Context: an optimization exercise on an open-source flow, tuned for small area. The choices shown serve that exercise and are no tape-out recipe. The clock port is modelled as an ideal driver; clocking choices that lean on that would not hold on a real chip. Power and IR drop assume default switching activity.

==> module lc4_top, before the edit <==
module lc4_top (
   input  logic        clk,
   input  logic        i_reset,
   output logic [15:0] o_imem_addr,
   input  logic [15:0] i_imem_data,
   output logic [15:0] o_dmem_addr,
   output logic        o_dmem_we,
   output logic [15:0] o_dmem_wdata,
   input  logic [15:0] i_dmem_data,
   output logic        o_retire_valid,
   output logic [15:0] o_retire_pc,
   output logic [15:0] o_retire_insn,
   output logic        o_retire_rf_we,
   output logic [2:0]  o_retire_wsel,
   output logic [15:0] o_retire_wdata
);
   logic [2:0]        ph;       
   logic              clr;      
   logic              second;   
   logic [15:0]       pc;
   logic [1:0]        cc;       
   logic [15:0]       rf [0:7];
   logic [1:0]        lo [0:7];   
   logic [15:0]       w;        
   logic [15:0]       d;        
   logic              c;        
   logic [15:0] insn;
   logic [3:0]  op;
   logic        is_br, is_add, is_and, is_const, is_ldr, is_str, is_alu, is_rr, multi, ok, rf_we;
   logic        last, final_rot, adv, taken, wr_now;
   logic [2:0]  p_sel;
   logic [1:0]  p_d, a_d, b_d, imm_d, alu_d, res_d, sum_d;
   logic        cin, cout;
   logic [15:0] imm16, result;
   logic [1:0]  pc_d;
   assign insn     = i_imem_data;
   assign op       = insn[15:12];
   assign is_br    = op == 4'b0000;
   assign is_add   = op == 4'b0001;
   assign is_and   = op == 4'b0101;
   assign is_const = op == 4'b1001;
   assign is_ldr   = op == 4'b0110;
   assign is_str   = op == 4'b0111;
   assign is_alu   = (is_add || is_and) && (insn[5] || insn[4:3] == 2'b00);
   assign ok       = is_alu || is_const || is_ldr || is_str || is_br;
   assign rf_we    = is_alu || is_const || is_ldr;
   assign is_rr    = is_alu && !insn[5];
   assign multi    = is_ldr || is_str || is_rr;
   logic br_op, mem_op, imm9_op;
   assign br_op   = insn[14:12] == 3'b000;             
   assign mem_op  = insn[13];                           
   assign imm9_op = !insn[13] && (insn[15] || !insn[12]);   
   assign last      = ph == 3'd7;
   assign final_rot = !multi || second;
   assign adv       = !clr && last && final_rot;
   assign wr_now    = rf_we && final_rot;
   assign p_sel = !second ? insn[8:6] : mem_op ? insn[11:9] : insn[2:0];
   always_comb begin
      p_d = 2'b00;
      for (int i = 0; i < 8; i++) p_d = p_d | (lo[i] & {2{p_sel == 3'(i)}});
   end
   assign imm16 = imm9_op ? {{7{insn[8]}}, insn[8:0]} :
                  mem_op  ? {{10{insn[5]}}, insn[5:0]} :
                            {{11{insn[4]}}, insn[4:0]};
   assign imm_d = imm16 >> {ph, 1'b0};
   assign pc_d  = pc >> {ph, 1'b0};
   assign a_d  = br_op ? pc_d : insn[15] ? 2'b00 : p_d;
   assign b_d  = second ? d[1:0] : imm_d;
   assign cin  = (ph == 3'd0) ? br_op : c;
   logic c1;
   assign sum_d[0] = a_d[0] ^ b_d[0] ^ cin;
   assign c1       = (a_d[0] & b_d[0]) | (cin & (a_d[0] ^ b_d[0]));
   assign sum_d[1] = a_d[1] ^ b_d[1] ^ c1;
   assign cout     = (a_d[1] & b_d[1]) | (c1 & (a_d[1] ^ b_d[1]));
   assign alu_d = (insn[14] && !insn[13]) ? (a_d & b_d) : sum_d;    
   assign res_d = clr ? 2'b00 : (second && mem_op) ? w[1:0] : alu_d;
   assign result = {res_d, w[15:2]};
   for (genvar i = 0; i < 8; i++) begin : g_rf
      assign lo[i] = rf[i][1:0];
      always_ff @(posedge clk) begin
         if (clr || (wr_now && insn[11:9] == 3'(i)))
            rf[i] <= {res_d, rf[i][15:2]};
         else
            rf[i] <= {rf[i][1:0], rf[i][15:2]};
      end
   end
   always_ff @(posedge clk) begin
      if (last && !insn[12])
         w <= i_dmem_data;
      else
         w <= {res_d, w[15:2]};
      d <= {p_d, d[15:2]};
      c <= cout;
   end
   logic [15:0] pc_inc;
   logic [16:0] pc_cy;
   assign pc_cy[0] = adv;
   for (genvar k = 0; k < 16; k++) begin : g_inc
      assign pc_inc[k]  = pc[k] ^ pc_cy[k];
      assign pc_cy[k+1] = pc[k] & pc_cy[k];
   end
   assign taken  = is_br && ((insn[11] && cc == 2'b11) || (insn[10] && cc == 2'b10) ||
                             (insn[9] && cc == 2'b01));
   always_ff @(posedge clk) begin
      if (i_reset) begin
         ph     <= 3'd0;
         clr    <= 1'b1;
         second <= 1'b0;
         pc     <= 16'h8200;
         cc     <= 2'b00;
      end else begin
         ph <= ph + 3'd1;
         if (last) clr <= 1'b0;
         if (!clr && last && multi) second <= !second;
         pc <= (adv && taken) ? result : pc_inc;
         if (adv && rf_we)
            cc <= {result[15] || result == 16'd0, result[15] || result != 16'd0};
      end
   end
   assign o_imem_addr    = pc;
   assign o_dmem_addr    = result;
   assign o_dmem_we      = adv && is_str;
   assign o_dmem_wdata   = {p_d, d[15:2]};
   assign o_retire_valid = adv && ok;
   assign o_retire_pc    = pc;
   assign o_retire_insn  = insn;
   assign o_retire_rf_we = rf_we;
   assign o_retire_wsel  = insn[11:9];
   assign o_retire_wdata = result;
endmodule
==> flow/config.mk <==
export PLATFORM = sky130hd
export DESIGN_NAME = lc4_top
export DESIGN_NICKNAME = lc4_top
export VERILOG_FILES = /design/flow/design.v
export SDC_FILE = /design/flow/constraint.sdc
export NUM_CORES = 4
export LEC_CHECK = 0
export ABC_AREA = 1
export CAP_MARGIN = 0
export CORE_MARGIN = 2
export CORE_UTILIZATION = 60
export CTS_BUF_LIST = sky130_fd_sc_hd__clkbuf_8
export SLEW_MARGIN = 0
==> flow/constraint.sdc <==
create_clock -name core_clock -period 6.0 [get_ports {clk}]
set_input_delay 1.2000 -clock core_clock [delete_from_list [all_inputs] [get_ports {clk}]]
set_output_delay 1.2000 -clock core_clock [all_outputs]
set_load 0.01 [all_outputs]
standard.sh (not shown) runs the stock make flow with config.mk's settings and CLKGATE_MAP_FILE= SYNTH_SCRIPT=/design/flow/synth_recipe.tcl, a recipe that flattens the netlist after the stock synthesis.
==> flow/flow/run.sh <==
#!/bin/bash
# The standard layout (standard.sh) with these changes:
# - synthesis maps the combinational logic with several area-oriented ABC scripts and keeps
#   the smallest result (flow/synth.tcl around synth_recipe.tcl; registers are unchanged);
# - every port is buffered by the smallest buffer cell, and a buffer that synthesis put on a
#   wire from an input port to an output port is dropped once both ports have their own
#   buffer (flow/post_gpl.tcl);
# - the clock tree is a balanced two-level tree of clkbuf_8 cells built before CTS
#   (flow/pre_cts.tcl, flow/clock_tree.tcl).
# ORFS writes each step's full log under orfs/logs; make's own output goes to standard_flow.log.
set -euo pipefail
here=$(pwd)
export AREA_ABC_SCRIPTS="$(ls $here/flow/a*.abc | tr '\n' ' ')"
export AREA_ABC_REPORT=$here/abc_area.txt
export FLOW_SYNTH_TCL=$here/synth_recipe.tcl
export CLOCK_TREE_TCL=$here/flow/clock_tree.tcl
export CLOCK_TREE_LEAVES=11
bash standard.sh "SYNTH_SCRIPT=$here/flow/synth.tcl" \
  "BUFFER_PORTS_ARGS=-buffer_cell sky130_fd_sc_hd__buf_1" \
  "POST_GLOBAL_PLACE_TCL=$here/flow/post_gpl.tcl" \
  "PRE_CTS_TCL=$here/flow/pre_cts.tcl" \
  "CTS_ARGS=-sink_clustering_enable -repair_clock_nets -buf_list sky130_fd_sc_hd__clkbuf_8 -dont_use_dummy_load" \
  finish > standard_flow.log 2>&1
Other scripts of this flow, unchanged in this note and not shown: flow/flow/a1.abc, flow/flow/a2.abc, flow/flow/a3.abc, flow/flow/a4.abc, flow/flow/a5.abc, flow/flow/a6.abc, flow/flow/a7.abc, flow/flow/a8.abc, flow/flow/a9.abc, flow/flow/clock_tree.tcl, flow/flow/post_gpl.tcl, flow/flow/pre_cts.tcl, flow/flow/synth.tcl
Rerun with:
--- a/flow/design.v
+++ b/flow/design.v
@@ -152,5 +152,4 @@
    logic        cin, cout;
    logic [15:0] imm16, result;
-   logic [1:0]  pc_d;
    assign insn     = i_imem_data;
    assign op       = insn[15:12];
@@ -166,25 +165,20 @@
    assign is_rr    = is_alu && !insn[5];
    assign multi    = is_ldr || is_str || is_rr;
-   logic br_op, mem_op, imm9_op;
-   assign br_op   = insn[14:12] == 3'b000;             
-   assign mem_op  = insn[13];                           
-   assign imm9_op = !insn[13] && (insn[15] || !insn[12]);   
    assign last      = ph == 3'd7;
    assign final_rot = !multi || second;
    assign adv       = !clr && last && final_rot;
    assign wr_now    = rf_we && final_rot;
-   assign p_sel = !second ? insn[8:6] : mem_op ? insn[11:9] : insn[2:0];
+   assign p_sel = !second ? insn[8:6] : is_str ? insn[11:9] : insn[2:0];
    always_comb begin
       p_d = 2'b00;
       for (int i = 0; i < 8; i++) p_d = p_d | (lo[i] & {2{p_sel == 3'(i)}});
    end
-   assign imm16 = imm9_op ? {{7{insn[8]}}, insn[8:0]} :
-                  mem_op  ? {{10{insn[5]}}, insn[5:0]} :
-                            {{11{insn[4]}}, insn[4:0]};
+   assign imm16 = is_const            ? {{7{insn[8]}}, insn[8:0]} :
+                  (is_ldr || is_str)  ? {{10{insn[5]}}, insn[5:0]} :
+                                        {{11{insn[4]}}, insn[4:0]};
    assign imm_d = imm16 >> {ph, 1'b0};
-   assign pc_d  = pc >> {ph, 1'b0};
-   assign a_d  = br_op ? pc_d : insn[15] ? 2'b00 : p_d;
+   assign a_d  = is_const ? 2'b00 : p_d;
    assign b_d  = second ? d[1:0] : imm_d;
-   assign cin  = (ph == 3'd0) ? br_op : c;
+   assign cin  = (ph == 3'd0) ? 1'b0 : c;
    logic c1;
    assign sum_d[0] = a_d[0] ^ b_d[0] ^ cin;
@@ -192,6 +186,6 @@
    assign sum_d[1] = a_d[1] ^ b_d[1] ^ c1;
    assign cout     = (a_d[1] & b_d[1]) | (c1 & (a_d[1] ^ b_d[1]));
-   assign alu_d = (insn[14] && !insn[13]) ? (a_d & b_d) : sum_d;    
-   assign res_d = clr ? 2'b00 : (second && mem_op) ? w[1:0] : alu_d;
+   assign alu_d = is_and ? (a_d & b_d) : sum_d;
+   assign res_d = clr ? 2'b00 : (second && !is_rr) ? w[1:0] : alu_d;
    assign result = {res_d, w[15:2]};
    for (genvar i = 0; i < 8; i++) begin : g_rf
@@ -205,5 +199,5 @@
    end
    always_ff @(posedge clk) begin
-      if (last && !insn[12])
+      if (!clr && is_ldr && !second && last)
          w <= i_dmem_data;
       else
@@ -212,10 +206,11 @@
       c <= cout;
    end
-   logic [15:0] pc_inc;
+   logic [15:0] pc_inc, pc_off;
    logic [16:0] pc_cy;
+   assign pc_off   = (adv && taken) ? {{7{insn[8]}}, insn[8:0]} : 16'd0;
    assign pc_cy[0] = adv;
    for (genvar k = 0; k < 16; k++) begin : g_inc
-      assign pc_inc[k]  = pc[k] ^ pc_cy[k];
-      assign pc_cy[k+1] = pc[k] & pc_cy[k];
+      assign pc_inc[k]  = pc[k] ^ pc_off[k] ^ pc_cy[k];
+      assign pc_cy[k+1] = (pc[k] & pc_off[k]) | (pc_cy[k] & (pc[k] ^ pc_off[k]));
    end
    assign taken  = is_br && ((insn[11] && cc == 2'b11) || (insn[10] && cc == 2'b10) ||
@@ -232,5 +227,5 @@
          if (last) clr <= 1'b0;
          if (!clr && last && multi) second <= !second;
-         pc <= (adv && taken) ? result : pc_inc;
+         pc <= pc_inc;
          if (adv && rf_we)
             cc <= {result[15] || result == 16'd0, result[15] || result != 16'd0};
=>
- The changed run finished with setup timing left
- final area rose by about 2%
- flip-flop and latch count stays the same
- sequential power hardly moves
- combinational power fell by about 14%
- critical path depth rose by 8
- global-route usage fell by 1.9 points
- maximum frequency fell by 23%
No functional check of the RTL was part of any run of this note.

==> static timing again, ports no longer ideal <==
The flow's constraints put no driver on any port. The routed layouts listed below were extracted and timed again, unchanged, in two steps. Step 1 assumes that a clkbuf_16 drives the clock port and a buf_2 every other input. Step 2 also shifts input and output timing later by t, the mid clock arrival at the registers, as if the neighbouring blocks saw the same clock. Three values: no drivers, after step 1, after step 2; two values: the first two.
run | t, ns | setup slack, ns | cell pins on the clock port's net
the first run | 0.446 | 0.263 / 0.230 / 0.091 | 1
the second run | 0.436 | -1.423 / -1.436 / -1.873 | 1
For the second run, which loses most, drivers alone change the setup slack by -0.013 ns; drivers and shift together by -0.450 ns.
